What follows belongs to an exercise in optimizing a design on an open flow for small area, a short achievable clock period and few clock cycles; a production flow would make more cautious choices. RTL that was checked went through simulation tests only; none was proved equivalent to the original. Only the layout flow was run in runs 2 to 4; the RTL was not checked for function there. Power figures rest on the tool's default switching activity, not on a simulated workload.

## flow/run.sh

```bash
#!/bin/bash
# synth_recipe.tcl (not shown) runs the flow's synth.tcl, then flattens the netlist and writes it again
# the make line also repeats each setting of config.mk as NAME=value (left out here)
make -C /OpenROAD-flow-scripts/flow DESIGN_CONFIG=/design/flow/config.mk WORK_HOME=/design/flow/orfs CLKGATE_MAP_FILE= SYNTH_SCRIPT=/design/flow/synth_recipe.tcl finish
```

## flow/config.mk

```make
export PLATFORM = sky130hd
export DESIGN_NAME = win_scanner
export DESIGN_NICKNAME = win_scanner
export VERILOG_FILES = /design/flow/design.v
export SDC_FILE = /design/flow/constraint.sdc
export NUM_CORES = 4
export LEC_CHECK = 0
export CAP_MARGIN = 20
export CORE_MARGIN = 2
export CORE_UTILIZATION = 15
export SLEW_MARGIN = 20
```

## flow/constraint.sdc

```tcl
create_clock -name core_clock -period 8.0 [get_ports {Clk}]
set_input_delay 1.6000 -clock core_clock [delete_from_list [all_inputs] [get_ports {Clk}]]
set_output_delay 1.6000 -clock core_clock [all_outputs]
set_load 0.01 [all_outputs]
```

## flow/design.v

```verilog
`default_nettype none
package connect4_pkg;
  localparam logic [1:0] CELL_EMPTY = 2'b00;
  localparam logic [1:0] CELL_P1    = 2'b01;
  localparam logic [1:0] CELL_P2    = 2'b10;
  localparam int LINE_BITS        = 398;
  localparam int ROW_REGION_CELLS = 56;
  localparam int PAD_STRIDE       = 8;
  typedef enum logic [1:0] {
    IDLE = 2'd0,
    SCAN = 2'd1,
    DONE = 2'd2
  } scan_state_t;
endpackage
`default_nettype wire
`default_nettype none
module window_match
(
  input  logic [7:0] cells,
  output logic       match,
  output logic [1:0] code
);
  logic w_same;
  logic w_player;
  assign w_same   = (cells[7:6] == cells[5:4]) &&
                    (cells[5:4] == cells[3:2]) &&
                    (cells[3:2] == cells[1:0]);
  assign w_player = (cells[7:6] == connect4_pkg::CELL_P1) || (cells[7:6] == connect4_pkg::CELL_P2);
  assign match    = w_same && w_player;
  assign code     = match ? cells[7:6] : connect4_pkg::CELL_EMPTY;
endmodule
`default_nettype wire
`default_nettype none
module win_scanner
#(
  parameter int CELLS = 199,
  parameter int RUN   = 4,
  parameter int IDX_W = 8
) (
  input  logic                 Clk,
  input  logic                 reset,
  input  logic                 start,
  input  logic [connect4_pkg::LINE_BITS-1:0] line_in,
  output logic                 busy,
  output logic                 done,
  output logic [1:0]           winner,
  output logic [IDX_W-1:0]     win_index
);
  localparam int WINS   = CELLS - RUN + 1;    
  localparam int LEAVES = 256;
  localparam int LEVELS = 8;
  logic [CELLS-1:0] p1, p2;
  for (genvar i = 0; i < CELLS; i++) begin : g_cell
    assign p1[i] = ~line_in[connect4_pkg::LINE_BITS-1-2*i] &  line_in[connect4_pkg::LINE_BITS-2-2*i];
    assign p2[i] =  line_in[connect4_pkg::LINE_BITS-1-2*i] & ~line_in[connect4_pkg::LINE_BITS-2-2*i];
  end
  logic [CELLS-2:0] q1, q2;
  for (genvar i = 0; i < CELLS - 1; i++) begin : g_pair
    assign q1[i] = p1[i] & p1[i+1];
    assign q2[i] = p2[i] & p2[i+1];
  end
  logic [(LEVELS+1)*LEAVES-1:0]   t_v, t_c;
  logic [(LEVELS+1)*LEAVES*8-1:0] t_i;
  for (genvar n = 0; n < LEAVES; n++) begin : g_leaf
    if (n < WINS) begin : g_win
      assign t_v[n] = (q1[n] & q1[n+2]) | (q2[n] & q2[n+2]);
      assign t_c[n] = q2[n] & q2[n+2];
    end else begin : g_none
      assign t_v[n] = 1'b0;
      assign t_c[n] = 1'b0;
    end
    assign t_i[n*8 +: 8] = 8'd0;
  end
  for (genvar L = 1; L <= LEVELS; L++) begin : g_lvl
    for (genvar n = 0; n < (LEAVES >> L); n++) begin : g_node
      localparam int A = (L-1)*LEAVES + 2*n;
      localparam int B = A + 1;
      localparam int O = L*LEAVES + n;
      assign t_v[O] = t_v[A] | t_v[B];
      assign t_c[O] = t_c[A] | (~t_v[A] & t_c[B]);
      assign t_i[O*8 + L - 1] = ~t_v[A] & t_v[B];
      if (L > 1) begin : g_low
        assign t_i[O*8 +: L-1] = t_i[A*8 +: L-1] | ({(L-1){~t_v[A]}} & t_i[B*8 +: L-1]);
      end
      if (L < 8) begin : g_zero
        assign t_i[O*8 + L +: 8-L] = '0;
      end
    end
  end
  localparam int ROOT = LEVELS*LEAVES;
  logic       w_accept;
  logic [1:0] w_winner;
  assign w_winner = {t_c[ROOT], t_v[ROOT] & ~t_c[ROOT]};
  assign w_accept = start & ~done;
  assign busy     = 1'b0;
  always_ff @(posedge Clk) begin
    if (reset) begin
      done      <= 1'b0;
      winner    <= connect4_pkg::CELL_EMPTY;
      win_index <= '0;
    end else begin
      done <= w_accept;
      if (w_accept) begin
        winner    <= w_winner;
        win_index <= t_i[ROOT*8 +: 8];
      end
    end
  end
endmodule
`default_nettype wire
```

==> results.sh, run 1 <==
export IMPL_outcome="finished clean"
export IMPL_path_class="in2reg"
export IMPL_crit_path_start_kind="input pin"
export IMPL_drive_above_1_share=0.0320
export IMPL_hold_path_class="reg2reg"
export IMPL_worst_path_max_fanout=7
export IMPL_syn_num_nets=2123
export IMPL_dp_slack_ns=2.40
export IMPL_hold_path_end="win_index[5]"
export IMPL_dr_pass1_iters=5
export IMPL_routed_via_density=5.04
export IMPL_critPathCaptureType="flop"
export IMPL_cts_setup_buffers=0
export IMPL_grt_ovfl_total=0
export IMPL_setup_viol=0
export IMPL_ys_ff_latch=11
export IMPL_ys_flop_type="dfxtp_1"
export IMPL_dp_hpwl_mm=54.0
export IMPL_r2r_slack_ns=5.65
export IMPL_min_period_ns=5.07
export IMPL_rsz0062_at_grt="false"
export IMPL_clock_skew_ns=0.00284
export IMPL_drcViolationCount=0
export IMPL_root_buffer="clkbuf_16"
export IMPL_grt_max_degree=11
export IMPL_required_ns=8.15
export IMPL_syn_area_um2=11700
export IMPL_maxSlewViolCount=0
export IMPL_synth_async_reset_ratio=0
export IMPL_clk_latency_ns=0.24
export IMPL_grt_pass1_vias=15500
export IMPL_io_pins=413
export IMPL_post_drt_wl_per_cell_um=19.2
export IMPL_max_freq_mhz=197
export IMPL_cts_tree="done"
export IMPL_cellPowerDensity_nw_per_um2=48.5
export IMPL_period_share=0.634
export IMPL_finalWirelength_mm=61.1
export IMPL_ys_seq_area_frac=0.0188
export IMPL_cts_resized=0
export IMPL_r2r_start="done"
export IMPL_cts_buffers=3
export IMPL_yosys_warnings=1
export IMPL_die_h_um=283
export IMPL_cts_buffer_depth=2
export IMPL_critPathArrivalTime_ns=5.22
export IMPL_synth_top_area_frac=0.143
export IMPL_cts_htree_levels=1
export IMPL_worst_pin_slew_ns=1.03
export IMPL_fin_ws_ns=2.93
export IMPL_finalCoreUtilization=0.222
export IMPL_num_fill_cells=8671
export IMPL_worstHoldPathCells=2
export IMPL_core_region_area_um2=77300
export IMPL_final_antenna_net_count=0
export IMPL_die_area_um2=80400
export IMPL_portBuffers=411
export IMPL_drtIter0Drc=869
export IMPL_cts_sinks=11
export IMPL_tns_ns=0
export IMPL_via_count=16000
export IMPL_leakagePower_nw=5.53
export IMPL_holdBufCountCts=0
export IMPL_netlist_instances=1722
export IMPL_gp_congestion=0.939
export IMPL_cap_violations=0
export IMPL_synth_cell_type_count=103
export IMPL_avgSynthCellArea_um2=6.80
export IMPL_fin_area_um2=17200
export IMPL_path_clk_slew_ns=0.05
export IMPL_nets=2529
export IMPL_r2r_end="win_index[0]"
export IMPL_synth_enable_flop_cells=0
export IMPL_rr_worst_depth=5
export IMPL_finalHoldWorstSlack_ns=0.460
export IMPL_power_total_uw=833
export IMPL_max_slew_margin=0.293
export IMPL_ir_worst_vdd_uv=61.6
export IMPL_syn_to_final_growth_pct=46.8
export IMPL_hold_viol_final=0
export IMPL_track_usage=0.143
export IMPL_grt_antenna_before_repair=10
export IMPL_yosys_area_top_type="nor2b_1"
export IMPL_synth_common_cells="nor2b_1, nand2b_1, nand2_1, nand3_1, nor2_1"
export IMPL_worstHoldStart="win_index[5]"
export IMPL_yosysMostFrequentCell="nor2b_1"
export IMPL_start_util=0.151
export IMPL_die_w_um=283
export IMPL_final_cell_count_no_fill=3176
export IMPL_placementRows=102
export IMPL_synthTopCellsByArea="nor2b_1, nand2b_1, nor4bb_1"
export IMPL_placed_area_um2=17100
export IMPL_grt_pass1_wl_mm=91.8
export IMPL_dp_cells=3163
## final cells by class
type | count | area (um^2) | share of cell area
well taps | 1040 | 1300 | 0.0757
multi-input cells | 1658 | 11300 | 0.655
flip-flops and latches | 11 | 220 | 0.0128
diodes | 9 | 22.5 | 0.00131
inverters | 36 | 135 | 0.00786
clock buffers | 4 | 78.8 | 0.00458
repair buffers | 418 | 4170 | 0.242
## power breakdown
group,internal (mW),switching [mW]
sequential,0.0610,0.00463
combinational,0.330,0.341
clock,0.0675,0.0300
total,0.458,0.375
## sequential cells by signal, indices dropped and copies added, names as in the netlist
name / count
winner: 2
win_index: 8
done: 1
## critical path, stage by stage
cell and delay (ns):
clkdlybuf4s50_1 0.53, and4bb_2 0.31, a22o_1 0.25, a211oi_1 0.43, nand4_1 0.30, nor2_1 0.59
nor4bb_1 0.71, a2111oi_0 0.23, o32ai_1 0.26
## kinds of logic (layout without fill, tap and decap cells)
kind of cell,after synthesis,in the layout,synth area share
buffers and inverters,53,458,0.0196
flip-flops,11,11,0.0188
other,1,10,0.000320
AO/OA/AOI/OAI,566,566,0.363
AND/OR/NAND/NOR,1091,1091,0.598
## placed cells by master (no fill, tap or decap), types with 31 or more instances in the layout
master / count
clkdlybuf4s50_1: 411
nor2b_1: 268
nand2b_1: 174
nand2_1: 116
nand3_1: 83
nor2_1: 83
nor4bb_1: 77
a21oi_1: 69
o211ai_1: 57
o21ai_0: 57
nand4_1: 54
o2111ai_1: 49
inv_1: 36
nor3_1: 31
## worst max-delay path by stage
stage	startpoint	to	slack, ns	cells after the start
CTS	line_in[327]	win_index[1]	2.65	9
floorplan	line_in[372]	winner[1]	4.30	11
finish	line_in[327]	win_index[1]	2.93	9
detailed placement	line_in[327]	win_index[1]	2.40	9
global placement	line_in[241]	win_index[2]	1.90	9
global route	line_in[327]	win_index[1]	2.54	9
## metal layers
metal | wire length [um] | global-route usage
met1 | 27000 | 0.181
met2 | 30000 | 0.261
met3 | 3240 | 0.0208
met4 | 837 | 0.0198
met5 | 35 | 0
Testbench counts, summed over its fixed seeds: cycles 1,768.
==> run 2: changes to the inputs <==
--- a/flow/design.v
+++ b/flow/design.v
@@ -49,4 +49,5 @@
   localparam int WINS   = CELLS - RUN + 1;    
-  localparam int LEAVES = 256;
-  localparam int LEVELS = 8;
+  localparam int GROUPS = WINS / 4;          
+  localparam int LEAVES = 64;
+  localparam int LEVELS = 6;
   logic [CELLS-1:0] p1, p2;
@@ -61,2 +62,6 @@
   end
+  logic [WINS-1:0] m;
+  for (genvar k = 0; k < WINS; k++) begin : g_win
+    assign m[k] = (q1[k] & q1[k+2]) | (q2[k] & q2[k+2]);
+  end
   logic [(LEVELS+1)*LEAVES-1:0]   t_v, t_c;
@@ -64,5 +69,10 @@
   for (genvar n = 0; n < LEAVES; n++) begin : g_leaf
-    if (n < WINS) begin : g_win
-      assign t_v[n] = (q1[n] & q1[n+2]) | (q2[n] & q2[n+2]);
-      assign t_c[n] = q2[n] & q2[n+2];
+    if (n < GROUPS) begin : g_grp
+      logic [3:0] gm;
+      assign gm     = m[4*n +: 4];
+      assign t_v[n] = |gm;
+      assign t_c[n] = t_v[n] & line_in[connect4_pkg::LINE_BITS-1-2*(4*n+3)];
+      assign t_i[n*8 +: 8] = {6'd0,
+                              ~gm[0] & ~gm[1] & (gm[2] | gm[3]),
+                              ~gm[0] & (gm[1] | (~gm[2] & gm[3]))};
     end else begin : g_none
@@ -70,4 +80,4 @@
       assign t_c[n] = 1'b0;
+      assign t_i[n*8 +: 8] = 8'd0;
     end
-    assign t_i[n*8 +: 8] = 8'd0;
   end
@@ -80,8 +90,6 @@
       assign t_c[O] = t_c[A] | (~t_v[A] & t_c[B]);
-      assign t_i[O*8 + L - 1] = ~t_v[A] & t_v[B];
-      if (L > 1) begin : g_low
-        assign t_i[O*8 +: L-1] = t_i[A*8 +: L-1] | ({(L-1){~t_v[A]}} & t_i[B*8 +: L-1]);
-      end
-      if (L < 8) begin : g_zero
-        assign t_i[O*8 + L +: 8-L] = '0;
+      assign t_i[O*8 + L + 1] = ~t_v[A] & t_v[B];
+      assign t_i[O*8 +: L+1] = t_i[A*8 +: L+1] | ({(L+1){~t_v[A]}} & t_i[B*8 +: L+1]);
+      if (L < LEVELS) begin : g_zero
+        assign t_i[O*8 + L + 2 +: LEVELS-L] = '0;
       end
==> flow/flow/run.sh (new file) <==
#!/bin/bash
set -o pipefail
cp standard.sh standard_sh.copy.log
cp config.mk config_mk.copy.log
echo 'export BUFFER_PORTS_ARGS = -buffer_cell sky130_fd_sc_hd__buf_1' >> config.mk
bash standard.sh > standard.log 2>&1
==> flow/standard.sh (new file) <==
#!/bin/bash
# synth_recipe.tcl (not shown) runs the flow's synth.tcl, then flattens the netlist and writes it again
# the make line also repeats each setting of config.mk as NAME=value (left out here)
make -C /OpenROAD-flow-scripts/flow DESIGN_CONFIG=/design/flow/config.mk WORK_HOME=/design/flow/orfs CLKGATE_MAP_FILE= SYNTH_SCRIPT=/design/flow/synth_recipe.tcl "${@:-finish}"
--- a/flow/config.mk
+++ b/flow/config.mk
@@ -9,3 +9,4 @@
 export CORE_MARGIN = 2
-export CORE_UTILIZATION = 15
+export CORE_UTILIZATION = 50
 export SLEW_MARGIN = 20
+export BUFFER_PORTS_ARGS = -buffer_cell sky130_fd_sc_hd__buf_1
removed: flow/run.sh
==> run 2 against run 1 <==
Against the previous run: first-iteration DRC count is 13% higher; via count fell by 4.6%; area after synthesis decreased by 5.8%; setup slack gained 0.32 ns; combinational power shrank 25%; register-to-register slack better by 0.10 ns; synthesized cell count is 3.4% lower; core utilization is 37 points higher; total power down 21%; global-route usage increased by 20 points; hold slack worse by 0.012 ns; largest power group unchanged.
==> results.sh, run 2 <==
export IMPL_syn_area_um2=11000
export IMPL_cp_top_family="simple AND/OR/NAND/NOR gates"
export IMPL_rsz0062_at_grt="false"
export IMPL_cts_sinks=11
export IMPL_synthTopCellsByArea="nor2b_1, nor4bb_1, nand2b_1"
export IMPL_r2r_start="done"
export IMPL_setup_viol=0
export IMPL_routed_via_density=6.49
export IMPL_clk_latency_ns=0.24
export IMPL_met1_usage=0.421
export IMPL_dp_slack_ns=3.17
export IMPL_rr_worst_depth=5
export IMPL_synth_enable_flop_cells=0
export IMPL_regMostFlops="win_index"
export IMPL_start_util=0.507
export IMPL_tns_ns=0
export IMPL_via_count=15300
export IMPL_synth_top_area_frac=0.124
export IMPL_gp_congestion=0.940
export IMPL_final_antenna_net_count=0
export IMPL_holdBufCountCts=0
export IMPL_cp_num_buf_inv=1
export IMPL_cts_buffers=3
export IMPL_leakagePower_nw=4.15
export IMPL_cellPowerDensity_nw_per_um2=50.9
export IMPL_cpPeakStageDelay_ns=0.65
export IMPL_cts_buffer_depth=2
export IMPL_cts_resized=0
export IMPL_cap_violations=0
export IMPL_finalHoldWorstSlack_ns=0.448
export IMPL_largestRegisters="win_index (8), winner (2), done (1)"
export IMPL_placementRows=54
export IMPL_r2r_end="winner[0]"
export IMPL_drive_above_1_share=0.0256
export IMPL_ir_worst_vdd_uv=56.3
export IMPL_cts_setup_buffers=0
export IMPL_critPathArrivalTime_ns=4.93
export IMPL_dr_pass1_iters=5
export IMPL_drcViolationCount=0
export IMPL_min_period_ns=4.75
export IMPL_busiest_layer="met2"
export IMPL_grt_max_degree=15
export IMPL_crit_path_end="win_index[1]"
export IMPL_finalWirelength_mm=43.1
export IMPL_period_share=0.594
export IMPL_ys_seq_area_frac=0.0199
export IMPL_grt_ovfl_total=0
export IMPL_grt_pass1_wl_mm=68.4
export IMPL_final_cell_count_no_fill=2351
export IMPL_hold_path_class="reg2reg"
export IMPL_dp_cells=2343
export IMPL_max_slew_margin=0.345
export IMPL_netlist_instances=1663
export IMPL_fin_ws_ns=3.25
export IMPL_synth_common_cells="nor2b_1, nand2b_1, nor2_1, nor4bb_1, nand2_1"
export IMPL_cts_tree="done"
export IMPL_avgSynthCellArea_um2=6.64
export IMPL_core_region_area_um2=21800
export IMPL_power_total_uw=661
export IMPL_hold_viol_final=0
export IMPL_required_ns=8.17
export IMPL_clock_skew_ns=0.00411
export IMPL_syn_to_final_growth_pct=17.5
export IMPL_path_cells="buf_1 > nor4bb_1 > o21ai_0 > nor4bb_1 > nand3b_1 > nor4_1 > nand3_1 > or4_1 > o21ai_1"
export IMPL_die_area_um2=23300
export IMPL_maxSlewViolCount=0
export IMPL_final_common_cell="buf_1"
export IMPL_use_met2=0.611
export IMPL_ys_flop_type="dfxtp_1"
export IMPL_mostFrequentLayoutCells="buf_1, nor2b_1, nand2b_1, nor2_1, nor4bb_1"
export IMPL_path_class="in2reg"
export IMPL_die_w_um=153
export IMPL_grt_util_met3=0.0398
export IMPL_grt_antenna_before_repair=1
export IMPL_worst_path_stages=9
export IMPL_drtIter0Drc=978
export IMPL_yosys_area_top_type="nor2b_1"
export IMPL_yosys_warnings=1
export IMPL_track_usage=0.341
export IMPL_syn_num_nets=2064
export IMPL_dp_hpwl_mm=37.0
export IMPL_critPathCaptureType="flop"
export IMPL_portBuffers=411
export IMPL_root_buffer="clkbuf_16"
export IMPL_die_h_um=153
export IMPL_crit_start="line_in[375]"
export IMPL_r2r_slack_ns=5.75
export IMPL_largest_reg_flops=8
export IMPL_slowest_stage="nor4_1"
export IMPL_worst_pin_slew_ns=0.969
export IMPL_post_drt_wl_per_cell_um=18.3
export IMPL_worst_path_max_fanout=9
export IMPL_max_freq_mhz=210
export IMPL_nets=2469
export IMPL_synth_async_reset_ratio=0
export IMPL_outcome="finished clean"
export IMPL_io_pins=413
export IMPL_grt_pass1_vias=14200
export IMPL_crit_path_start_kind="input pin"
export IMPL_cp_common_cell="nor4bb_1"
export IMPL_synth_cell_type_count=93
export IMPL_cts_htree_levels=1
export IMPL_yosysMostFrequentCell="nor2b_1"
export IMPL_path_clk_slew_ns=0.04
export IMPL_ys_ff_latch=11
==> run 2: power by group <==
| group | internal (mW) | switching [mW] | total [mW] | leakage (nW) |
|---|---|---|---|---|
| Clock | 0.0671 | 0.0267 | 0.0938 | 0.0382 |
| Combinational | 0.201 | 0.300 | 0.501 | 4.03 |
| Sequential | 0.0616 | 0.00428 | 0.0659 | 0.0904 |
==> run 2: layout make-up <==
type	count	area, um^2
multi-input cells	1582	10600
fillers	2249	8780
clock buffers	4	78.8
repair buffers	411	1540
well taps	280	350
inverters	59	221
flip-flops and latches	11	220
diodes	4	10.0
==> run 2: worst min-delay path by stage <==
stage	depth (start not counted)	end	start	slack [ns]
after floorplan	2	win_index[6]	win_index[6]	0.48
after global placement	2	win_index[6]	win_index[6]	0.44
after detailed placement	2	win_index[6]	win_index[6]	0.45
after CTS	2	win_index[6]	win_index[6]	0.45
after global routing	2	win_index[6]	win_index[6]	0.46
final	2	win_index[6]	win_index[6]	0.45
==> run 2: cells by family after synthesis <==
group	Yosys count	synth area share
buf+inv	70	0.0244
mux	4	0.00374
flops	11	0.0199
simple gates	1001	0.586
other cells	1	0.000340
compound gates	576	0.366
==> run 2: stage by stage <==
step	utilization	area [um^2]
after CTS	0.596	13000
after detailed placement	0.592	12900
after global routing	0.596	13000
after floorplan	-	11000
final	0.596	13000
after global placement	0.592	12900
==> run 2: routing by layer <==
| layer | up-vias | wire length, um |
|---|---|---|
| li1 | 7455 | - |
| met1 | 7143 | 18200 |
| met2 | 580 | 20700 |
| met3 | 83 | 2760 |
| met4 | 0 | 1530 |
| met5 | - | 0 |
==> run 2: worst min-delay path: stages, from the launching register on <==
cell	delay, ns
dfxtp_1	0.30
nand2_1	0.05
a21oi_1	0.05
==> run 3: changes to the inputs <==
--- a/flow/design.v
+++ b/flow/design.v
@@ -57,10 +57,10 @@
   end
-  logic [CELLS-2:0] q1, q2;
+  logic [CELLS-2:0] s;
   for (genvar i = 0; i < CELLS - 1; i++) begin : g_pair
-    assign q1[i] = p1[i] & p1[i+1];
-    assign q2[i] = p2[i] & p2[i+1];
+    assign s[i] = (p1[i] & p1[i+1]) | (p2[i] & p2[i+1]);
   end
-  logic [WINS-1:0] m;
-  for (genvar k = 0; k < WINS; k++) begin : g_win
-    assign m[k] = (q1[k] & q1[k+2]) | (q2[k] & q2[k+2]);
+  logic [WINS/2-1:0] d_v, d_o;
+  for (genvar j = 0; j < WINS / 2; j++) begin : g_duo
+    assign d_v[j] = s[2*j+1] & s[2*j+2] & (s[2*j] | s[2*j+3]);
+    assign d_o[j] = ~s[2*j] & s[2*j+1] & s[2*j+2] & s[2*j+3];
   end
@@ -70,9 +70,6 @@
     if (n < GROUPS) begin : g_grp
-      logic [3:0] gm;
-      assign gm     = m[4*n +: 4];
-      assign t_v[n] = |gm;
+      assign t_v[n] = d_v[2*n] | d_v[2*n+1];
       assign t_c[n] = t_v[n] & line_in[connect4_pkg::LINE_BITS-1-2*(4*n+3)];
-      assign t_i[n*8 +: 8] = {6'd0,
-                              ~gm[0] & ~gm[1] & (gm[2] | gm[3]),
-                              ~gm[0] & (gm[1] | (~gm[2] & gm[3]))};
+      assign t_i[n*8 +: 8] = {6'd0, ~d_v[2*n] & d_v[2*n+1],
+                              d_o[2*n] | (~d_v[2*n] & d_o[2*n+1])};
     end else begin : g_none
--- a/flow/config.mk
+++ b/flow/config.mk
@@ -7,2 +7,3 @@
 export LEC_CHECK = 0
+export ABC_AREA = 1
 export CAP_MARGIN = 20
==> run 3 against run 2 <==
Against the previous run: die area fell by 5.1%; wire length fell by 23%; core utilization rose by 1.3 points; flip-flop and latch count did not move; synthesized cell count rose by 42%; sequential power fell by 7.0%; total power fell by 14%; critical path depth rose by 10; critical endpoint is now winner[1]; largest cell class unchanged.
==> results.sh, run 3 <==
export IMPL_outcome="finished clean"
export IMPL_synth_top_area_frac=0.309
export IMPL_worst_path_max_fanout=3
export IMPL_dr_wl_met2_mm=15.6
export IMPL_yosys_warnings=1
export IMPL_yosys_area_top_type="nand2_1"
export IMPL_final_seq_area_um2=220
export IMPL_via_count=14900
export IMPL_start_util=0.514
export IMPL_clock_skew_ns=0.000735
export IMPL_nets=3180
export IMPL_track_usage=0.288
export IMPL_max_slew_margin=0.450
export IMPL_drcViolationCount=0
export IMPL_met3_wirelength_mm=1.90
export IMPL_worst_pin_slew_ns=0.822
export IMPL_die_area_um2=22100
export IMPL_synth_async_reset_ratio=0
export IMPL_die_h_um=149
export IMPL_placementRows=52
export IMPL_regMostFlops="win_index"
export IMPL_path_clk_slew_ns=0.04
export IMPL_cts_sinks=11
export IMPL_cap_violations=0
export IMPL_max_freq_mhz=292
export IMPL_path_class="in2reg"
export IMPL_tns_ns=0
export IMPL_required_ns=8.17
export IMPL_leakagePower_nw=7.37
export IMPL_grt_ovfl_total=0
export IMPL_hold_path_class="reg2reg"
export IMPL_syn_num_nets=2766
export IMPL_drive_above_1_share=0.0619
export IMPL_syn_area_um2=10500
export IMPL_finalWirelength_mm=33.1
export IMPL_seqPwrFrac=0.108
export IMPL_setup_viol=0
export IMPL_maxSlewViolCount=0
export IMPL_cts_htree_levels=1
export IMPL_post_drt_wl_per_cell_um=10.8
export IMPL_multi_input_area_um2=8280
export IMPL_pwr_share_comb=0.731
export IMPL_clkPwrFrac=0.161
export IMPL_period_share=0.429
export IMPL_drt_met1_wl_mm=14.8
export IMPL_portBuffers=411
export IMPL_holdBufCountCts=0
export IMPL_routed_via_density=4.87
export IMPL_rsz0062_at_grt="false"
export IMPL_grt_pass1_wl_mm=54.6
export IMPL_root_buffer="clkbuf_16"
export IMPL_grt_antenna_before_repair=3
export IMPL_cts_buffers=3
export IMPL_final_antenna_net_count=0
export IMPL_clk_latency_ns=0.24
export IMPL_cts_setup_buffers=0
export IMPL_cts_resized=0
export IMPL_min_period_ns=3.43
export IMPL_hold_viol_final=0
export IMPL_grt_max_degree=14
export IMPL_largest_reg_flops=8
export IMPL_maxUsedRoutingLayer="met4"
export IMPL_gp_congestion=0.941
export IMPL_power_internal_uw=267
export IMPL_cts_buffer_depth=2
export IMPL_grt_pass1_vias=13200
export IMPL_netlist_instances=2365
export IMPL_critPathArrivalTime_ns=3.60
export IMPL_crit_path_start_kind="input pin"
export IMPL_synth_enable_flop_cells=0
export IMPL_dr_pass1_iters=5
export IMPL_power_switching_uw=298
export IMPL_ys_ff_latch=11
export IMPL_ir_worst_vdd_uv=47.9
export IMPL_syn_to_final_growth_pct=18.8
export IMPL_yosysMostFrequentCell="nand2_1"
export IMPL_cts_tree="done"
export IMPL_mostFrequentLayoutCells="nand2_1, inv_1, buf_1, nor2_1, nand3_1"
export IMPL_final_common_cell="nand2_1"
export IMPL_io_pins=413
export IMPL_finalHoldWorstSlack_ns=0.469
export IMPL_num_fill_cells=2271
export IMPL_cellPowerDensity_nw_per_um2=45.5
export IMPL_largestRegisters="win_index (8), winner (2), done (1)"
export IMPL_synthTopCellsByArea="nand2_1, inv_1, nor2_1"
export IMPL_core_region_area_um2=20400
export IMPL_dp_hpwl_mm=30.1
export IMPL_switching_share=0.528
export IMPL_synth_common_cells="nand2_1, inv_1, nor2_1, nand3_1, o21ai_0"
export IMPL_avgSynthCellArea_um2=4.42
export IMPL_ys_flop_type="dfxtp_1"
export IMPL_drtIter0Drc=560
export IMPL_synth_cell_type_count=46
export IMPL_die_w_um=149
export IMPL_critPathCaptureType="flop"
export IMPL_ys_seq_area_frac=0.0211
==> run 3: through the flow <==
step / instances / power [mW] / cell area (um^2) / setup slack (ns) / util
after floorplan: 2365 / 0.315 / 10500 / 4.87 / -
after global placement: 3044 / 0.465 / 12300 / 4.43 / 0.605
after detailed placement: 3044 / 0.470 / 12300 / 4.41 / 0.605
after CTS: 3048 / 0.564 / 12400 / 4.63 / 0.609
after global routing: 3050 / 0.630 / 12400 / 4.25 / 0.609
final: 3054 / 0.565 / 12400 / 4.57 / 0.610
==> run 3: worst paths after layout <==
path                            slack, ns      endpoint  cells after the start    startpoint
worst max-delay path                 4.57     winner[1]                     19    line_in[9]
worst min-delay path                 0.47  win_index[7]                      2  win_index[7]
worst max register to register       6.31  win_index[0]                      5          done
worst min register to register       0.47  win_index[7]                      2  win_index[7]
==> run 3: final cells by class <==
type / instances / area share
multi-input combinational: 1835 / 0.667
inverter: 517 / 0.157
timing repair buffer: 411 / 0.124
tap: 270 / 0.0272
sequential: 11 / 0.0177
clock buffer: 4 / 0.00635
antenna: 6 / 0.00121
==> run 3: power by group through the flow <==
stage                     Clock (mW)  Combinational, mW  Sequential, mW
after CTS                     0.0910              0.411          0.0613
final                         0.0910              0.413          0.0613
after detailed placement           0              0.408          0.0622
after global placement             0              0.403          0.0620
after floorplan                    0              0.251          0.0634
after global routing          0.0948              0.474          0.0616
==> run 3: worst max-delay path: stages <==
cell and delay [ns]:
buf_1 0.09, inv_1 0.04, nand2_1 0.13, nor2_1 0.06, nor2_1 0.31, nand2_1 0.14
nand2_1 0.08, nand2_1 0.08, nor2_1 0.15, nand2_1 0.10, nor2_2 0.16, nand3_1 0.10
nand2_1 0.07, nor2_1 0.04, nand2_1 0.10, nand2_2 0.06, nand3_2 0.06, nand2_1 0.07
a21oi_1 0.15
==> run 3: logic make-up after synthesis <==
logic type             share of synthesized area
AOI/OAI and AO/OA                          0.154
buffers and inverters                      0.187
DFF                                       0.0211
other                                   0.000359
and+or+nand+nor                            0.637
==> run 3: per-layer routing <==
layer / global-route usage / vias to the layer above
li1: - / 8086
met1: 0.354 / 6333
met2: 0.530 / 387
met3: 0.0279 / 52
met4: 0.0848 / 0
met5: 0 / -
==> run 4: changes to the inputs <==
--- a/flow/config.mk
+++ b/flow/config.mk
@@ -7,3 +7,2 @@
 export LEC_CHECK = 0
-export ABC_AREA = 1
 export CAP_MARGIN = 20
==> run 4 against run 3 <==
Against the previous run: synthesized cell count fell by 40%; critical path depth shrank 8; non-clock buffer count is the same; cell count fell by 33%; maximum frequency decreased by 26%; clock-buffer cell count shrank 1; total power decreased by 0.79%; sequential power about the same; via count down 14%; area after synthesis fell by 10%; sequential share of layout area rose by 0.18 points; largest cell class unchanged; highest routed layer unchanged.
==> results.sh, run 4 <==
export IMPL_via_count=12700
export IMPL_power_switching_uw=263
export IMPL_avgSynthCellArea_um2=6.64
export IMPL_cts_setup_buffers=0
export IMPL_critPathArrivalTime_ns=4.81
export IMPL_finalWirelength_mm=32.9
export IMPL_drcViolationCount=0
export IMPL_post_drt_wl_per_cell_um=16.0
export IMPL_clkPwrFrac=0.164
export IMPL_rsz0062_at_grt="false"
export IMPL_root_buffer="clkbuf_16"
export IMPL_grt_ovfl_total=0
export IMPL_track_usage=0.310
export IMPL_ys_flop_type="dfxtp_1"
export IMPL_critPathCaptureType="flop"
export IMPL_setup_viol=0
export IMPL_cts_htree_levels=1
export IMPL_largestRegisters="win_index (8), winner (2), done (1)"
export IMPL_clk_latency_ns=0.24
export IMPL_yosys_area_top_type="nor2b_1"
export IMPL_worst_path_max_fanout=6
export IMPL_clock_skew_ns=0.00313
export IMPL_worst_pin_slew_ns=0.764
export IMPL_cap_violations=0
export IMPL_seqPwrFrac=0.110
export IMPL_syn_to_final_growth_pct=20.1
export IMPL_final_cell_count_no_fill=2057
export IMPL_netlist_instances=1411
export IMPL_synth_cell_type_count=97
export IMPL_portBuffers=411
export IMPL_num_fill_cells=1953
export IMPL_ys_ff_latch=11
export IMPL_pwr_share_comb=0.726
export IMPL_synth_enable_flop_cells=0
export IMPL_synth_common_cells="nor2b_1, nand2b_1, nor2_1, nand2_1, a22oi_1"
export IMPL_core_region_area_um2=18500
export IMPL_syn_num_nets=1812
export IMPL_cts_buffers=3
export IMPL_yosysMostFrequentCell="nor2b_1"
export IMPL_period_share=0.582
export IMPL_r2r_slack_ns=6.37
export IMPL_grt_antenna_before_repair=1
export IMPL_regMostFlops="win_index"
export IMPL_crit_path_start_kind="input pin"
export IMPL_die_w_um=141
export IMPL_drtIter0Drc=610
export IMPL_cellPowerDensity_nw_per_um2=49.8
export IMPL_fin_area_um2=11300
export IMPL_outcome="finished clean"
export IMPL_ys_seq_area_frac=0.0235
export IMPL_synth_top_area_frac=0.119
export IMPL_yosys_warnings=1
export IMPL_gp_congestion=0.948
export IMPL_crit_path_end="win_index[3]"
export IMPL_cts_sinks=11
export IMPL_crit_start="line_in[126]"
export IMPL_switching_share=0.469
export IMPL_cts_buffer_depth=2
export IMPL_dp_cells=2052
export IMPL_hold_viol_final=0
export IMPL_start_util=0.506
export IMPL_rr_worst_depth=4
export IMPL_die_area_um2=19900
export IMPL_largest_reg_flops=8
export IMPL_grt_pass1_wl_mm=52.5
export IMPL_synthTopCellsByArea="nor2b_1, nand2b_1, a22oi_1"
export IMPL_mostFrequentLayoutCells="buf_1, nor2b_1, nand2b_1, nor2_1, nand2_1"
export IMPL_power_internal_uw=298
export IMPL_cts_resized=0
export IMPL_finalCoreUtilization=0.608
export IMPL_max_slew_margin=0.483
export IMPL_max_freq_mhz=215
export IMPL_holdBufCountCts=0
export IMPL_placed_area_um2=11200
export IMPL_path_clk_slew_ns=0.04
export IMPL_leakagePower_nw=3.83
export IMPL_io_pins=413
export IMPL_ir_worst_vdd_uv=44.5
export IMPL_grt_pass1_vias=11700
export IMPL_die_h_um=141
export IMPL_hold_path_class="reg2reg"
export IMPL_grt_max_degree=14
export IMPL_dr_pass1_iters=5
export IMPL_final_antenna_net_count=0
export IMPL_finalHoldWorstSlack_ns=0.453
export IMPL_required_ns=8.15
export IMPL_placementRows=50
export IMPL_path_class="in2reg"
export IMPL_final_common_cell="buf_1"
export IMPL_dp_hpwl_mm=29.0
export IMPL_min_period_ns=4.66
export IMPL_r2r_start="done"
export IMPL_maxSlewViolCount=0
export IMPL_synth_async_reset_ratio=0
export IMPL_tns_ns=0
export IMPL_r2r_end="win_index[1]"
export IMPL_routed_via_density=6.18
export IMPL_drive_above_1_share=0.0379
export IMPL_syn_area_um2=9370
export IMPL_nets=2224
export IMPL_cts_tree="done"
## run 4: cell count changes in the layout (fill, tap and decap cells not counted), moves of 86 or more
cell / change
nand2b_1: +159
nor2_1: -262
nor2b_1: +176
nand3_1: -86
nand2_1: -770
inv_1: -415
## run 4: critical path: stages
cell,delay [ns]
buf_1,0.10
nor2b_1,0.15
a22oi_1,0.44
a211oi_1,0.18
nor2_1,0.26
o2111ai_1,0.30
nor4b_1,0.72
o211ai_1,0.28
a41oi_1,0.35
o21ai_0,0.17
a311oi_1,0.26
## run 4: logic make-up (layout without fill, tap and decap cells)
family,after synthesis,in the layout,share of synthesized area
flops,11,11,0.0235
buf+inv,52,463,0.0224
simple gates,776,776,0.518
compound gates,563,563,0.427
mux,8,8,0.00868
other cells,1,2,0.000400
## run 4: stage by stage
stage	setup slack, ns	total power [mW]
floorplan	3.84	0.300
CTS	3.49	0.557
finish	3.34	0.561
global route	3.09	0.611
detailed placement	3.23	0.462
global placement	3.24	0.457
## run 4: worst min path at each step
stage                  from            to  slack [ns]  depth (start not counted)
6_report       win_index[7]  win_index[7]        0.45                          2
3_5_place_dp   win_index[6]  win_index[6]        0.45                          2
5_1_grt        win_index[6]  win_index[6]        0.48                          2
3_3_place_gp   win_index[6]  win_index[6]        0.44                          2
4_1_cts        win_index[6]  win_index[6]        0.45                          2
2_1_floorplan  win_index[6]  win_index[6]        0.47                          2
## run 4: power by group through the flow
stage / clock network, mW / registers, mW / logic (mW)
final: 0.0921 / 0.0615 / 0.407
after global routing: 0.0976 / 0.0620 / 0.451
after CTS: 0.0932 / 0.0615 / 0.402
after detailed placement: 0 / 0.0624 / 0.400
after global placement: 0 / 0.0622 / 0.394
after floorplan: 0 / 0.0645 / 0.236
## run 4: layout make-up
cell class	instances	area, um^2	share of cell area
Antenna cell	1	2.50	0.000222
Clock buffer	3	75.1	0.00667
Clock inverter	1	5.00	0.000444
Inverter	48	180	0.0160
Multi-Input combinational cell	1348	8940	0.794
Sequential cell	11	220	0.0196
Tap cell	234	293	0.0260
Timing Repair Buffer	411	1540	0.137
## run 4: per-layer routing
layer  global-route usage  routed length [um]  up-vias  share of wire
li1                     -                   -     6374              -
met3               0.0238                1660       65          0.050
met2                0.571               15800      403           0.48
met4                0.101                1010        0          0.031
met1                0.382               14500     5869           0.44
met5                    0                   0        -              0

-- re-timing with driven ports --
Ports are ideal in the flow. The routed layouts listed here were re-timed in OpenROAD.
Step 1 sets driving cells, clkbuf_16 on the clock port and buf_2 on the other inputs (assumed; they add their load-dependent delay and slew).
Step 2 adds t to the input delays and takes it off the output delays; t is the mean of the earliest and latest rising clock arrival at the registers after step 1. Input paths then give back, and output paths get back, about the clock's delay inside the block.
Slacks: no drivers / after step 1 / after step 2; pairs: no drivers / after step 1.
| run | t (ns) | setup slack, ns | clock arrival spread, ns |
|---|---|---|---|
| run 1 | 0.292 | 2.926 / 2.944 / 2.651 | 0.003 / 0.003 |
| run 2 | 0.286 | 3.247 / 3.251 / 2.965 | 0.004 / 0.004 |
| run 3 | 0.276 | 4.572 / 4.589 / 4.314 | 0.001 / 0.001 |
| run 4 | 0.280 | 3.341 / 3.358 / 3.078 | 0.003 / 0.003 |
After both steps every run listed still meets setup and hold. The setup slack of run 2, which loses most, moves by +0.004 ns with the drivers and by -0.282 ns with both steps.
